This is an optimization exercise on Yosys and OpenROAD, whose aim is small area, a short achievable clock period and few clock cycles per item, not a production implementation. In this exercise RTL edits were held to simulation tests only and were not proved equivalent to the original. Power figures rest on the tool's default switching activity, not on a simulated workload.

==> v32 <==
==> flow/design.v <==
package pcl_pkg;
   localparam int CAPACITY = 64;
   localparam int ADDR_W   = $clog2(CAPACITY);
   localparam int LEN_W    = $clog2(CAPACITY + 1);
   localparam logic [1:0] KIND_ADD    = 2'd0;
   localparam logic [1:0] KIND_DELETE = 2'd1;
   localparam logic [1:0] KIND_GET    = 2'd2;
   localparam logic [1:0] KIND_LIST   = 2'd3;
   localparam logic [2:0] ST_VALUE   = 3'd0;
   localparam logic [2:0] ST_INVALID = 3'd1;
   localparam logic [2:0] ST_FULL    = 3'd2;
   localparam logic [2:0] ST_ELEMENT = 3'd3;
   localparam logic [2:0] ST_EMPTY   = 3'd4;
endpackage
module pcl_store (
   input  logic        clock,
   input  logic        ins_en,
   input  logic        del_en,
   input  logic [63:0] ge,
   input  logic [7:0]  item,
   output logic [7:0]  rd_data
);
   localparam int N = pcl_pkg::CAPACITY;
   logic [7:0]   item_ff [N];
   logic [7:0]   item_in [N];
   logic [N-1:0] gt, eq;
   logic [N-1:0] s_hold, s_below, s_above, s_new;
   always_comb begin
      for (int i = 0; i < N; i++) begin
         gt[i] = (i == 0) ? 1'b0 : ge[i-1];
         eq[i] = ge[i] && !gt[i];
      end
      for (int i = 0; i < N; i++) begin
         s_new[i]   = ins_en && eq[i];
         s_below[i] = (i == 0) ? 1'b0 : (ins_en && gt[i]);
         s_above[i] = (i == N - 1) ? 1'b0 : (del_en && ge[i]);
         s_hold[i]  = !(ge[i] && (ins_en || (del_en && i != N - 1)));
      end
      for (int i = 0; i < N; i++) begin
         item_in[i] = ({8{s_hold[i]}} & item_ff[i])
                    | ({8{s_new[i]}}  & item)
                    | ({8{s_below[i]}} & item_ff[(i + N - 1) % N])
                    | ({8{s_above[i]}} & item_ff[(i + 1) % N]);
      end
   end
   always_ff @(posedge clock) begin
      for (int i = 0; i < N; i++) begin
         item_ff[i] <= item_in[i];
      end
   end
   logic [7:0] grp [8];
   for (genvar j = 0; j < 8; j++) begin : g_rd
      pcl_sel8 u_sel (
         .sel (eq[8*j +: 8]),
         .d0  (item_ff[8*j]),
         .d1  (item_ff[8*j+1]),
         .d2  (item_ff[8*j+2]),
         .d3  (item_ff[8*j+3]),
         .d4  (item_ff[8*j+4]),
         .d5  (item_ff[8*j+5]),
         .d6  (item_ff[8*j+6]),
         .d7  (item_ff[8*j+7]),
         .q   (grp[j])
      );
   end
   pcl_or8 u_or (
      .d0 (grp[0]),
      .d1 (grp[1]),
      .d2 (grp[2]),
      .d3 (grp[3]),
      .d4 (grp[4]),
      .d5 (grp[5]),
      .d6 (grp[6]),
      .d7 (grp[7]),
      .q  (rd_data)
   );
endmodule
module pcl_sel8 (
   input  logic [7:0] sel,
   input  logic [7:0] d0, d1, d2, d3, d4, d5, d6, d7,
   output logic [7:0] q
);
   assign q = ({8{sel[0]}} & d0) | ({8{sel[1]}} & d1)
            | ({8{sel[2]}} & d2) | ({8{sel[3]}} & d3)
            | ({8{sel[4]}} & d4) | ({8{sel[5]}} & d5)
            | ({8{sel[6]}} & d6) | ({8{sel[7]}} & d7);
endmodule
module pcl_or8 (
   input  logic [7:0] d0, d1, d2, d3, d4, d5, d6, d7,
   output logic [7:0] q
);
   assign q = d0 | d1 | d2 | d3 | d4 | d5 | d6 | d7;
endmodule
module positional_char_list (
   input  logic       clock,
   input  logic       reset,
   input  logic       req_valid,
   output logic       req_ready,
   input  logic [1:0] req_kind,
   input  logic [6:0] req_position,
   input  logic [7:0] req_new_item,
   output logic       rsp_valid,
   input  logic       rsp_ready,
   output logic [2:0] rsp_status,
   output logic [7:0] rsp_value,
   output logic       rsp_last
);
   localparam int LW = pcl_pkg::LEN_W;
   logic          ready_ff, ready_i_ff, ready_in;
   logic [LW-1:0] len_ff, len_p1_ff, len_p2_ff, len_m1_ff;
   logic [LW-1:0] len_eff, len_eff_m1;
   logic          p_lt_len, p_le_len, pm1_le_len, pm2_le_len;
   logic          r_ins_ff, r_del_ff, r_get_ff, r_list_ff, r_err_ff;
   logic [2:0]    r_status_ff;
   logic [63:0]   r_ge_ff;
   logic [7:0]    r_item_ff;
   logic          r_last_ff;
   logic          s_valid_ff;
   logic [1:0]    s_kind_ff;
   logic [6:0]    s_pos_ff;
   logic [7:0]    s_item_ff;
   logic          o0_valid_ff, o0_busy_ff, o1_valid_ff;
   logic [2:0]    o0_status_ff, o1_status_ff;
   logic [7:0]    o0_value_ff, o1_value_ff;
   logic          o0_last_ff, o1_last_ff;
   logic          r_free, r_busy, move, s_valid_in;
   logic          n_beat, n_list, n_last, n_free;
   logic          is_list_kind;
   logic          pos_zero, add_ok, acc_ok, len_full, len_zero, len_one;
   logic          a_ins, a_del, a_get, a_list, a_err;
   logic [2:0]    a_status;
   logic [7:0]    rd_data;
   logic          beat, can_push, push, done;
   logic [2:0]    b_status;
   logic          b_last, b_data;
   logic          o0_load, o1_valid_in, o0_valid_in;
   logic          sel_b, sel_bd, sel_o1, sel_o0;
   logic          last_next;
   assign is_list_kind = (s_kind_ff == pcl_pkg::KIND_LIST);
   assign pos_zero     = (s_pos_ff == 7'd0);
   always_comb begin
      if (r_ins_ff) begin
         len_eff = len_p1_ff;
      end else if (r_del_ff) begin
         len_eff = len_m1_ff;
      end else begin
         len_eff = len_ff;
      end
   end
   assign len_eff_m1   = len_eff - LW'(1);
   assign len_full     = (len_eff == LW'(pcl_pkg::CAPACITY));
   assign len_zero     = (len_eff == '0);
   assign len_one      = (len_eff == LW'(1));
   assign p_lt_len     = (s_pos_ff < len_ff);
   assign p_le_len     = (s_pos_ff <= len_ff);
   assign pm1_le_len   = (s_pos_ff <= len_p1_ff);
   assign pm2_le_len   = (s_pos_ff <= len_p2_ff);
   always_comb begin
      if (r_ins_ff) begin
         acc_ok = !pos_zero && pm1_le_len;
         add_ok = !pos_zero && pm2_le_len;
      end else if (r_del_ff) begin
         acc_ok = !pos_zero && p_lt_len;
         add_ok = !pos_zero && p_le_len;
      end else begin
         acc_ok = !pos_zero && p_le_len;
         add_ok = !pos_zero && pm1_le_len;
      end
   end
   always_comb begin
      a_ins    = 1'b0;
      a_del    = 1'b0;
      a_get    = 1'b0;
      a_list   = 1'b0;
      a_err    = 1'b0;
      a_status = pcl_pkg::ST_INVALID;
      case (s_kind_ff)
         pcl_pkg::KIND_ADD: begin
            if (len_full && !pos_zero && s_pos_ff <= 7'd65) begin
               a_status = pcl_pkg::ST_FULL;
            end
            a_ins = add_ok && !len_full;
            a_err = !a_ins;
         end
         pcl_pkg::KIND_DELETE: begin
            a_del = acc_ok;
            a_err = !acc_ok;
         end
         pcl_pkg::KIND_GET: begin
            a_get = acc_ok;
            a_err = !acc_ok;
         end
         default: begin
            a_list   = !len_zero;
            a_err    = len_zero;
            a_status = pcl_pkg::ST_EMPTY;
         end
      endcase
   end
   pcl_store u_store (
      .clock   (clock),
      .ins_en  (r_ins_ff),
      .del_en  (r_del_ff),
      .ge      (r_ge_ff),
      .item    (r_item_ff),
      .rd_data (rd_data)
   );
   assign beat      = r_get_ff || r_list_ff || r_err_ff;
   assign can_push  = !o1_valid_ff;
   assign push      = beat && can_push;
   assign done      = can_push && (!r_list_ff || r_last_ff);
   assign r_busy    = beat;
   assign r_free    = !r_busy || done;
   assign move      = s_valid_ff && r_free;
   assign b_data    = r_get_ff || r_list_ff;
   assign b_last    = !r_list_ff || r_last_ff;
   assign last_next = (r_item_ff == 8'd1);
   always_comb begin
      b_status = r_status_ff;
      if (r_get_ff) begin
         b_status = pcl_pkg::ST_VALUE;
      end else if (r_list_ff) begin
         b_status = pcl_pkg::ST_ELEMENT;
      end
   end
   assign o0_load     = !o0_busy_ff || rsp_ready;
   assign o1_valid_in = !o0_load && (o1_valid_ff || push);
   assign o0_valid_in = !o0_load || o1_valid_ff || push;
   assign sel_o1      = o0_load && o1_valid_ff;
   assign sel_b       = o0_load && !o1_valid_ff;
   assign sel_bd      = sel_b && b_data;
   assign sel_o0      = !o0_load;
   always_comb begin
      if (r_free) begin
         n_beat = s_valid_ff && (a_get || a_list || a_err);
         n_list = s_valid_ff && a_list;
         n_last = len_one;
      end else begin
         n_beat = 1'b1;
         n_list = r_list_ff;
         n_last = push ? last_next : r_last_ff;
      end
   end
   assign n_free     = !n_beat || (!o1_valid_in && (!n_list || n_last));
   assign s_valid_in = ready_i_ff ? req_valid : (s_valid_ff && !r_free);
   assign ready_in   = !s_valid_in || n_free;
   always_ff @(posedge clock) begin
      if (reset) begin
         ready_ff    <= 1'b1;
         ready_i_ff  <= 1'b1;
         len_ff      <= '0;
         len_p1_ff   <= LW'(1);
         len_p2_ff   <= LW'(2);
         len_m1_ff   <= '1;
         r_ins_ff    <= 1'b0;
         r_del_ff    <= 1'b0;
         r_get_ff    <= 1'b0;
         r_list_ff   <= 1'b0;
         r_err_ff    <= 1'b0;
         s_valid_ff  <= 1'b0;
         o0_valid_ff <= 1'b0;
         o0_busy_ff  <= 1'b0;
         o1_valid_ff <= 1'b0;
      end else begin
         ready_ff    <= ready_in;
         ready_i_ff  <= ready_in;
         o0_valid_ff <= o0_valid_in;
         o0_busy_ff  <= o0_valid_in;
         o1_valid_ff <= o1_valid_in;
         len_ff      <= len_eff;
         len_p1_ff   <= len_eff + LW'(1);
         len_p2_ff   <= len_eff + LW'(2);
         len_m1_ff   <= len_eff_m1;
         s_valid_ff  <= s_valid_in;
         if (r_free) begin
            r_ins_ff  <= move && a_ins;
            r_del_ff  <= move && a_del;
            r_get_ff  <= move && a_get;
            r_list_ff <= move && a_list;
            r_err_ff  <= move && a_err;
         end
      end
   end
   always_ff @(posedge clock) begin
      if (ready_i_ff) begin
         s_kind_ff   <= req_kind;
         s_pos_ff    <= req_position;
         s_item_ff   <= req_new_item;
      end
   end
   always_ff @(posedge clock) begin
      if (r_free) begin
         r_status_ff <= a_status;
         for (int i = 0; i < 64; i++) begin
            r_ge_ff[i] <= is_list_kind || (s_pos_ff <= 7'(i + 1));
         end
         r_item_ff   <= is_list_kind ? 8'(len_eff_m1) : s_item_ff;
         r_last_ff   <= len_one;
      end else if (push) begin
         r_ge_ff     <= {r_ge_ff[62:0], 1'b0};
         r_item_ff   <= r_item_ff - 8'd1;
         r_last_ff   <= last_next;
      end
   end
   always_ff @(posedge clock) begin
      o0_status_ff <= ({3{sel_o1}} & o1_status_ff) | ({3{sel_b}} & b_status)
                    | ({3{sel_o0}} & o0_status_ff);
      o0_value_ff  <= ({8{sel_o1}} & o1_value_ff) | ({8{sel_bd}} & rd_data)
                    | ({8{sel_o0}} & o0_value_ff);
      o0_last_ff   <= (sel_o1 && o1_last_ff) || (sel_b && b_last)
                    || (sel_o0 && o0_last_ff);
      o1_status_ff <= ({3{!o1_valid_ff}} & b_status)
                    | ({3{o1_valid_ff}} & o1_status_ff);
      o1_value_ff  <= ({8{!o1_valid_ff && b_data}} & rd_data)
                    | ({8{o1_valid_ff}} & o1_value_ff);
      o1_last_ff   <= (!o1_valid_ff && b_last) || (o1_valid_ff && o1_last_ff);
   end
   assign req_ready  = ready_ff;
   assign rsp_valid  = o0_valid_ff;
   assign rsp_status = o0_status_ff;
   assign rsp_value  = o0_value_ff;
   assign rsp_last   = o0_last_ff;
endmodule
==> flow/run.sh <==
#!/bin/bash
# synth_recipe.tcl (not shown) runs the flow's synth.tcl, then flattens the netlist and writes it again
# the make line also repeats each setting of config.mk as NAME=value (left out here)
make -C /OpenROAD-flow-scripts/flow DESIGN_CONFIG=/design/flow/config.mk WORK_HOME=/design/flow/orfs CLKGATE_MAP_FILE= SYNTH_SCRIPT=/design/flow/synth_recipe.tcl finish
==> flow/config.mk <==
export PLATFORM = sky130hd
export DESIGN_NAME = positional_char_list
export DESIGN_NICKNAME = positional_char_list
export VERILOG_FILES = /design/flow/design.v
export SDC_FILE = /design/flow/constraint.sdc
export NUM_CORES = 4
export LEC_CHECK = 0
export CAP_MARGIN = 20
export CORE_MARGIN = 2
export CORE_UTILIZATION = 40
export CTS_CLUSTER_DIAMETER = 80
export CTS_CLUSTER_SIZE = 25
export SETUP_SLACK_MARGIN = 3.7
export SLEW_MARGIN = 20
export SYNTH_HIERARCHICAL = 1
==> flow/constraint.sdc <==
create_clock -name core_clock -period 6.0 [get_ports {clock}]
set_input_delay 1.2000 -clock core_clock [delete_from_list [all_inputs] [get_ports {clock}]]
set_output_delay 1.2000 -clock core_clock [all_outputs]
set_load 0.01 [all_outputs]
==> v15 (differences from v32) <==
--- a/flow/design.v
+++ b/flow/design.v
@@ -110,4 +110,5 @@
    logic [LW-1:0] len_ff, len_p1_ff, len_p2_ff, len_m1_ff;
    logic [LW-1:0] len_eff, len_eff_m1;
+   logic [6:0]    pos_m1;
    logic          p_lt_len, p_le_len, pm1_le_len, pm2_le_len;
    logic          r_ins_ff, r_del_ff, r_get_ff, r_list_ff, r_err_ff;
@@ -116,15 +117,10 @@
    logic [7:0]    r_item_ff;
    logic          r_last_ff;
-   logic          s_valid_ff;
-   logic [1:0]    s_kind_ff;
-   logic [6:0]    s_pos_ff;
-   logic [7:0]    s_item_ff;
    logic          o0_valid_ff, o0_busy_ff, o1_valid_ff;
    logic [2:0]    o0_status_ff, o1_status_ff;
    logic [7:0]    o0_value_ff, o1_value_ff;
    logic          o0_last_ff, o1_last_ff;
-   logic          r_free, r_busy, move, s_valid_in;
-   logic          n_beat, n_list, n_last, n_free;
-   logic          is_list_kind;
+   logic          take, is_list_kind;
+   logic [5:0]    k;
    logic          pos_zero, add_ok, acc_ok, len_full, len_zero, len_one;
    logic          a_ins, a_del, a_get, a_list, a_err;
@@ -137,6 +133,7 @@
    logic          sel_b, sel_bd, sel_o1, sel_o0;
    logic          last_next;
-   assign is_list_kind = (s_kind_ff == pcl_pkg::KIND_LIST);
-   assign pos_zero     = (s_pos_ff == 7'd0);
+   assign take         = ready_i_ff && req_valid;
+   assign is_list_kind = (req_kind == pcl_pkg::KIND_LIST);
+   assign pos_zero     = (req_position == 7'd0);
    always_comb begin
       if (r_ins_ff) begin
@@ -152,8 +149,9 @@
    assign len_zero     = (len_eff == '0);
    assign len_one      = (len_eff == LW'(1));
-   assign p_lt_len     = (s_pos_ff < len_ff);
-   assign p_le_len     = (s_pos_ff <= len_ff);
-   assign pm1_le_len   = (s_pos_ff <= len_p1_ff);
-   assign pm2_le_len   = (s_pos_ff <= len_p2_ff);
+   assign pos_m1       = req_position - 7'd1;
+   assign p_lt_len     = (req_position < len_ff);
+   assign p_le_len     = (req_position <= len_ff);
+   assign pm1_le_len   = (req_position <= len_p1_ff);
+   assign pm2_le_len   = (req_position <= len_p2_ff);
    always_comb begin
       if (r_ins_ff) begin
@@ -168,4 +166,5 @@
       end
    end
+   assign k            = is_list_kind ? 6'd0 : pos_m1[5:0];
    always_comb begin
       a_ins    = 1'b0;
@@ -175,7 +174,7 @@
       a_err    = 1'b0;
       a_status = pcl_pkg::ST_INVALID;
-      case (s_kind_ff)
+      case (req_kind)
          pcl_pkg::KIND_ADD: begin
-            if (len_full && !pos_zero && s_pos_ff <= 7'd65) begin
+            if (len_full && !pos_zero && req_position <= 7'd65) begin
                a_status = pcl_pkg::ST_FULL;
             end
@@ -210,7 +209,4 @@
    assign push      = beat && can_push;
    assign done      = can_push && (!r_list_ff || r_last_ff);
-   assign r_busy    = beat;
-   assign r_free    = !r_busy || done;
-   assign move      = s_valid_ff && r_free;
    assign b_data    = r_get_ff || r_list_ff;
    assign b_last    = !r_list_ff || r_last_ff;
@@ -232,17 +228,12 @@
    assign sel_o0      = !o0_load;
    always_comb begin
-      if (r_free) begin
-         n_beat = s_valid_ff && (a_get || a_list || a_err);
-         n_list = s_valid_ff && a_list;
-         n_last = len_one;
+      if (ready_i_ff) begin
+         ready_in = !(take && a_list && !len_one) && !o1_valid_in;
+      end else if (done) begin
+         ready_in = 1'b1;
       end else begin
-         n_beat = 1'b1;
-         n_list = r_list_ff;
-         n_last = push ? last_next : r_last_ff;
+         ready_in = !o1_valid_in && r_list_ff && push && last_next;
       end
    end
-   assign n_free     = !n_beat || (!o1_valid_in && (!n_list || n_last));
-   assign s_valid_in = ready_i_ff ? req_valid : (s_valid_ff && !r_free);
-   assign ready_in   = !s_valid_in || n_free;
    always_ff @(posedge clock) begin
       if (reset) begin
@@ -258,5 +249,4 @@
          r_list_ff   <= 1'b0;
          r_err_ff    <= 1'b0;
-         s_valid_ff  <= 1'b0;
          o0_valid_ff <= 1'b0;
          o0_busy_ff  <= 1'b0;
@@ -272,11 +262,18 @@
          len_p2_ff   <= len_eff + LW'(2);
          len_m1_ff   <= len_eff_m1;
-         s_valid_ff  <= s_valid_in;
-         if (r_free) begin
-            r_ins_ff  <= move && a_ins;
-            r_del_ff  <= move && a_del;
-            r_get_ff  <= move && a_get;
-            r_list_ff <= move && a_list;
-            r_err_ff  <= move && a_err;
+         if (ready_i_ff) begin
+            r_ins_ff  <= take && a_ins;
+            r_del_ff  <= take && a_del;
+            r_get_ff  <= take && a_get;
+            r_list_ff <= take && a_list;
+            r_err_ff  <= take && a_err;
+         end else begin
+            r_ins_ff  <= 1'b0;
+            r_del_ff  <= 1'b0;
+            if (done) begin
+               r_get_ff  <= 1'b0;
+               r_list_ff <= 1'b0;
+               r_err_ff  <= 1'b0;
+            end
          end
       end
@@ -284,16 +281,9 @@
    always_ff @(posedge clock) begin
       if (ready_i_ff) begin
-         s_kind_ff   <= req_kind;
-         s_pos_ff    <= req_position;
-         s_item_ff   <= req_new_item;
-      end
-   end
-   always_ff @(posedge clock) begin
-      if (r_free) begin
          r_status_ff <= a_status;
          for (int i = 0; i < 64; i++) begin
-            r_ge_ff[i] <= is_list_kind || (s_pos_ff <= 7'(i + 1));
+            r_ge_ff[i] <= is_list_kind || (req_position <= 7'(i + 1));
          end
-         r_item_ff   <= is_list_kind ? 8'(len_eff_m1) : s_item_ff;
+         r_item_ff   <= is_list_kind ? 8'(len_eff_m1) : req_new_item;
          r_last_ff   <= len_one;
       end else if (push) begin
==> v25 (differences from v32) <==
--- a/flow/design.v
+++ b/flow/design.v
@@ -49,5 +49,5 @@
       end
    end
-   logic [7:0] grp [8];
+   logic [7:0] grp_n [8];
    for (genvar j = 0; j < 8; j++) begin : g_rd
       pcl_sel8 u_sel (
@@ -61,16 +61,16 @@
          .d6  (item_ff[8*j+6]),
          .d7  (item_ff[8*j+7]),
-         .q   (grp[j])
+         .q_n (grp_n[j])
       );
    end
-   pcl_or8 u_or (
-      .d0 (grp[0]),
-      .d1 (grp[1]),
-      .d2 (grp[2]),
-      .d3 (grp[3]),
-      .d4 (grp[4]),
-      .d5 (grp[5]),
-      .d6 (grp[6]),
-      .d7 (grp[7]),
+   pcl_nand8 u_or (
+      .d0 (grp_n[0]),
+      .d1 (grp_n[1]),
+      .d2 (grp_n[2]),
+      .d3 (grp_n[3]),
+      .d4 (grp_n[4]),
+      .d5 (grp_n[5]),
+      .d6 (grp_n[6]),
+      .d7 (grp_n[7]),
       .q  (rd_data)
    );
@@ -79,16 +79,16 @@
    input  logic [7:0] sel,
    input  logic [7:0] d0, d1, d2, d3, d4, d5, d6, d7,
-   output logic [7:0] q
+   output logic [7:0] q_n
 );
-   assign q = ({8{sel[0]}} & d0) | ({8{sel[1]}} & d1)
+   assign q_n = ~(({8{sel[0]}} & d0) | ({8{sel[1]}} & d1)
             | ({8{sel[2]}} & d2) | ({8{sel[3]}} & d3)
             | ({8{sel[4]}} & d4) | ({8{sel[5]}} & d5)
-            | ({8{sel[6]}} & d6) | ({8{sel[7]}} & d7);
+            | ({8{sel[6]}} & d6) | ({8{sel[7]}} & d7));
 endmodule
-module pcl_or8 (
+module pcl_nand8 (
    input  logic [7:0] d0, d1, d2, d3, d4, d5, d6, d7,
    output logic [7:0] q
 );
-   assign q = d0 | d1 | d2 | d3 | d4 | d5 | d6 | d7;
+   assign q = ~(d0 & d1 & d2 & d3 & d4 & d5 & d6 & d7);
 endmodule
 module positional_char_list (
@@ -107,5 +107,5 @@
 );
    localparam int LW = pcl_pkg::LEN_W;
-   logic          ready_ff, ready_i_ff, ready_in;
+   logic          ready_ff, ready_i_ff, ready_in, ready_port_in;
    logic [LW-1:0] len_ff, len_p1_ff, len_p2_ff, len_m1_ff;
    logic [LW-1:0] len_eff, len_eff_m1;
@@ -116,15 +116,12 @@
    logic [7:0]    r_item_ff;
    logic          r_last_ff;
-   logic          s_valid_ff;
-   logic [1:0]    s_kind_ff;
-   logic [6:0]    s_pos_ff;
-   logic [7:0]    s_item_ff;
    logic          o0_valid_ff, o0_busy_ff, o1_valid_ff;
+   logic          o0_valid_port_in;
    logic [2:0]    o0_status_ff, o1_status_ff;
    logic [7:0]    o0_value_ff, o1_value_ff;
    logic          o0_last_ff, o1_last_ff;
-   logic          r_free, r_busy, move, s_valid_in;
-   logic          n_beat, n_list, n_last, n_free;
-   logic          is_list_kind;
+   logic          take, is_list_kind;
+   logic          r_ld, r_st, r_hd;
+   logic [63:0]   ge_new;
    logic          pos_zero, add_ok, acc_ok, len_full, len_zero, len_one;
    logic          a_ins, a_del, a_get, a_list, a_err;
@@ -137,6 +134,7 @@
    logic          sel_b, sel_bd, sel_o1, sel_o0;
    logic          last_next;
-   assign is_list_kind = (s_kind_ff == pcl_pkg::KIND_LIST);
-   assign pos_zero     = (s_pos_ff == 7'd0);
+   assign take         = ready_i_ff && req_valid;
+   assign is_list_kind = (req_kind == pcl_pkg::KIND_LIST);
+   assign pos_zero     = (req_position == 7'd0);
    always_comb begin
       if (r_ins_ff) begin
@@ -152,8 +150,8 @@
    assign len_zero     = (len_eff == '0);
    assign len_one      = (len_eff == LW'(1));
-   assign p_lt_len     = (s_pos_ff < len_ff);
-   assign p_le_len     = (s_pos_ff <= len_ff);
-   assign pm1_le_len   = (s_pos_ff <= len_p1_ff);
-   assign pm2_le_len   = (s_pos_ff <= len_p2_ff);
+   assign p_lt_len     = (req_position < len_ff);
+   assign p_le_len     = (req_position <= len_ff);
+   assign pm1_le_len   = (req_position <= len_p1_ff);
+   assign pm2_le_len   = (req_position <= len_p2_ff);
    always_comb begin
       if (r_ins_ff) begin
@@ -175,7 +173,7 @@
       a_err    = 1'b0;
       a_status = pcl_pkg::ST_INVALID;
-      case (s_kind_ff)
+      case (req_kind)
          pcl_pkg::KIND_ADD: begin
-            if (len_full && !pos_zero && s_pos_ff <= 7'd65) begin
+            if (len_full && !pos_zero && req_position <= 7'd65) begin
                a_status = pcl_pkg::ST_FULL;
             end
@@ -210,7 +208,4 @@
    assign push      = beat && can_push;
    assign done      = can_push && (!r_list_ff || r_last_ff);
-   assign r_busy    = beat;
-   assign r_free    = !r_busy || done;
-   assign move      = s_valid_ff && r_free;
    assign b_data    = r_get_ff || r_list_ff;
    assign b_last    = !r_list_ff || r_last_ff;
@@ -227,4 +222,5 @@
    assign o1_valid_in = !o0_load && (o1_valid_ff || push);
    assign o0_valid_in = !o0_load || o1_valid_ff || push;
+   assign o0_valid_port_in = !(o0_load && !o1_valid_ff && !push);
    assign sel_o1      = o0_load && o1_valid_ff;
    assign sel_b       = o0_load && !o1_valid_ff;
@@ -232,17 +228,16 @@
    assign sel_o0      = !o0_load;
    always_comb begin
-      if (r_free) begin
-         n_beat = s_valid_ff && (a_get || a_list || a_err);
-         n_list = s_valid_ff && a_list;
-         n_last = len_one;
+      if (ready_i_ff) begin
+         ready_in = !(take && a_list && !len_one) && !o1_valid_in;
+      end else if (done) begin
+         ready_in = 1'b1;
       end else begin
-         n_beat = 1'b1;
-         n_list = r_list_ff;
-         n_last = push ? last_next : r_last_ff;
+         ready_in = !o1_valid_in && r_list_ff && push && last_next;
       end
    end
-   assign n_free     = !n_beat || (!o1_valid_in && (!n_list || n_last));
-   assign s_valid_in = ready_i_ff ? req_valid : (s_valid_ff && !r_free);
-   assign ready_in   = !s_valid_in || n_free;
+   assign ready_port_in = (ready_i_ff && !o1_valid_in
+                           && !(req_valid && is_list_kind && !len_zero && !len_one))
+                        || (!ready_i_ff && (done || (!o1_valid_in && r_list_ff
+                                                     && push && last_next)));
    always_ff @(posedge clock) begin
       if (reset) begin
@@ -258,12 +253,11 @@
          r_list_ff   <= 1'b0;
          r_err_ff    <= 1'b0;
-         s_valid_ff  <= 1'b0;
          o0_valid_ff <= 1'b0;
          o0_busy_ff  <= 1'b0;
          o1_valid_ff <= 1'b0;
       end else begin
-         ready_ff    <= ready_in;
+         ready_ff    <= ready_port_in;
          ready_i_ff  <= ready_in;
-         o0_valid_ff <= o0_valid_in;
+         o0_valid_ff <= o0_valid_port_in;
          o0_busy_ff  <= o0_valid_in;
          o1_valid_ff <= o1_valid_in;
@@ -272,34 +266,38 @@
          len_p2_ff   <= len_eff + LW'(2);
          len_m1_ff   <= len_eff_m1;
-         s_valid_ff  <= s_valid_in;
-         if (r_free) begin
-            r_ins_ff  <= move && a_ins;
-            r_del_ff  <= move && a_del;
-            r_get_ff  <= move && a_get;
-            r_list_ff <= move && a_list;
-            r_err_ff  <= move && a_err;
+         if (ready_i_ff) begin
+            r_ins_ff  <= take && a_ins;
+            r_del_ff  <= take && a_del;
+            r_get_ff  <= take && a_get;
+            r_list_ff <= take && a_list;
+            r_err_ff  <= take && a_err;
+         end else begin
+            r_ins_ff  <= 1'b0;
+            r_del_ff  <= 1'b0;
+            if (done) begin
+               r_get_ff  <= 1'b0;
+               r_list_ff <= 1'b0;
+               r_err_ff  <= 1'b0;
+            end
          end
       end
    end
-   always_ff @(posedge clock) begin
-      if (ready_i_ff) begin
-         s_kind_ff   <= req_kind;
-         s_pos_ff    <= req_position;
-         s_item_ff   <= req_new_item;
+   assign r_ld = ready_i_ff;
+   assign r_st = !ready_i_ff && push;
+   assign r_hd = !ready_i_ff && !push;
+   always_comb begin
+      for (int i = 0; i < 64; i++) begin
+         ge_new[i] = is_list_kind || (req_position <= 7'(i + 1));
       end
    end
    always_ff @(posedge clock) begin
-      if (r_free) begin
+      if (r_ld) begin
          r_status_ff <= a_status;
-         for (int i = 0; i < 64; i++) begin
-            r_ge_ff[i] <= is_list_kind || (s_pos_ff <= 7'(i + 1));
-         end
-         r_item_ff   <= is_list_kind ? 8'(len_eff_m1) : s_item_ff;
-         r_last_ff   <= len_one;
-      end else if (push) begin
-         r_ge_ff     <= {r_ge_ff[62:0], 1'b0};
-         r_item_ff   <= r_item_ff - 8'd1;
-         r_last_ff   <= last_next;
       end
+      r_ge_ff     <= ({64{r_ld}} & ge_new) | ({64{r_st}} & {r_ge_ff[62:0], 1'b0})
+                   | ({64{r_hd}} & r_ge_ff);
+      r_item_ff   <= ({8{r_ld}} & (is_list_kind ? 8'(len_eff_m1) : req_new_item))
+                   | ({8{r_st}} & (r_item_ff - 8'd1)) | ({8{r_hd}} & r_item_ff);
+      r_last_ff   <= (r_ld && len_one) || (r_st && last_next) || (r_hd && r_last_ff);
    end
    always_ff @(posedge clock) begin
@@ -310,9 +308,10 @@
       o0_last_ff   <= (sel_o1 && o1_last_ff) || (sel_b && b_last)
                     || (sel_o0 && o0_last_ff);
-      o1_status_ff <= ({3{!o1_valid_ff}} & b_status)
-                    | ({3{o1_valid_ff}} & o1_status_ff);
+      if (!o1_valid_ff) begin
+         o1_status_ff <= b_status;
+         o1_last_ff   <= b_last;
+      end
       o1_value_ff  <= ({8{!o1_valid_ff && b_data}} & rd_data)
                     | ({8{o1_valid_ff}} & o1_value_ff);
-      o1_last_ff   <= (!o1_valid_ff && b_last) || (o1_valid_ff && o1_last_ff);
    end
    assign req_ready  = ready_ff;
- CORE_UTILIZATION: 40 -> 50
==> summary of the runs <==
Via count: v25 is higher than v32 (0.35%).
Synthesized area: v32 > v15 > v25.
Sequential share of layout area, lowest first: v25, v15, v32.
Of v32 and v15, v32 has the higher clock power (gap about 6%, measured against v15).
Count of clock-buffer cells in the layout: v25 is higher than v15 (5).
Flip-flop and latch count: v32 > v25 > v15.
v25 completed without violations. v15 completed without violations. v32 ran to the end with no violations.
Testbench counts of v32, summed over its fixed seeds: cycles 12,377, items 4,808.
Testbench counts of v15, summed over its fixed seeds: cycles 12,369, items 4,808.
Testbench counts of v25, summed over its fixed seeds: cycles 12,369, items 4,808.

separate check: timing with driven ports:
The flow's constraints put no driver on any port. The routed layouts listed below were extracted and timed again, unchanged, in two steps. Step 1 assumes that a clkbuf_16 drives the clock port and a buf_2 every other input. Step 2 times the ports against the registers' clock, not the clock port: input delays grow and output delays shrink by t, the midpoint of the rising clock arrivals with the driver on. Three values: no drivers, after step 1, after step 2; two values: the first two.
run	shift t [ns]	slack for setup (ns)	worst hold slack (ns)	worst setup path at the end
v32	0.659	3.481 / 3.481 / 3.020	0.470 / 0.470 / 0.470	input to register
v15	0.668	3.480 / 3.480 / 3.112	0.470 / 0.470 / 0.470	input to register
v25	0.669	3.505 / 3.505 / 3.038	0.471 / 0.471 / 0.471	input to register
After both steps setup and hold are still met in every run listed. The setup slack of v25, which loses most, moves by 0.000 ns with the drivers and by -0.467 ns with both steps.
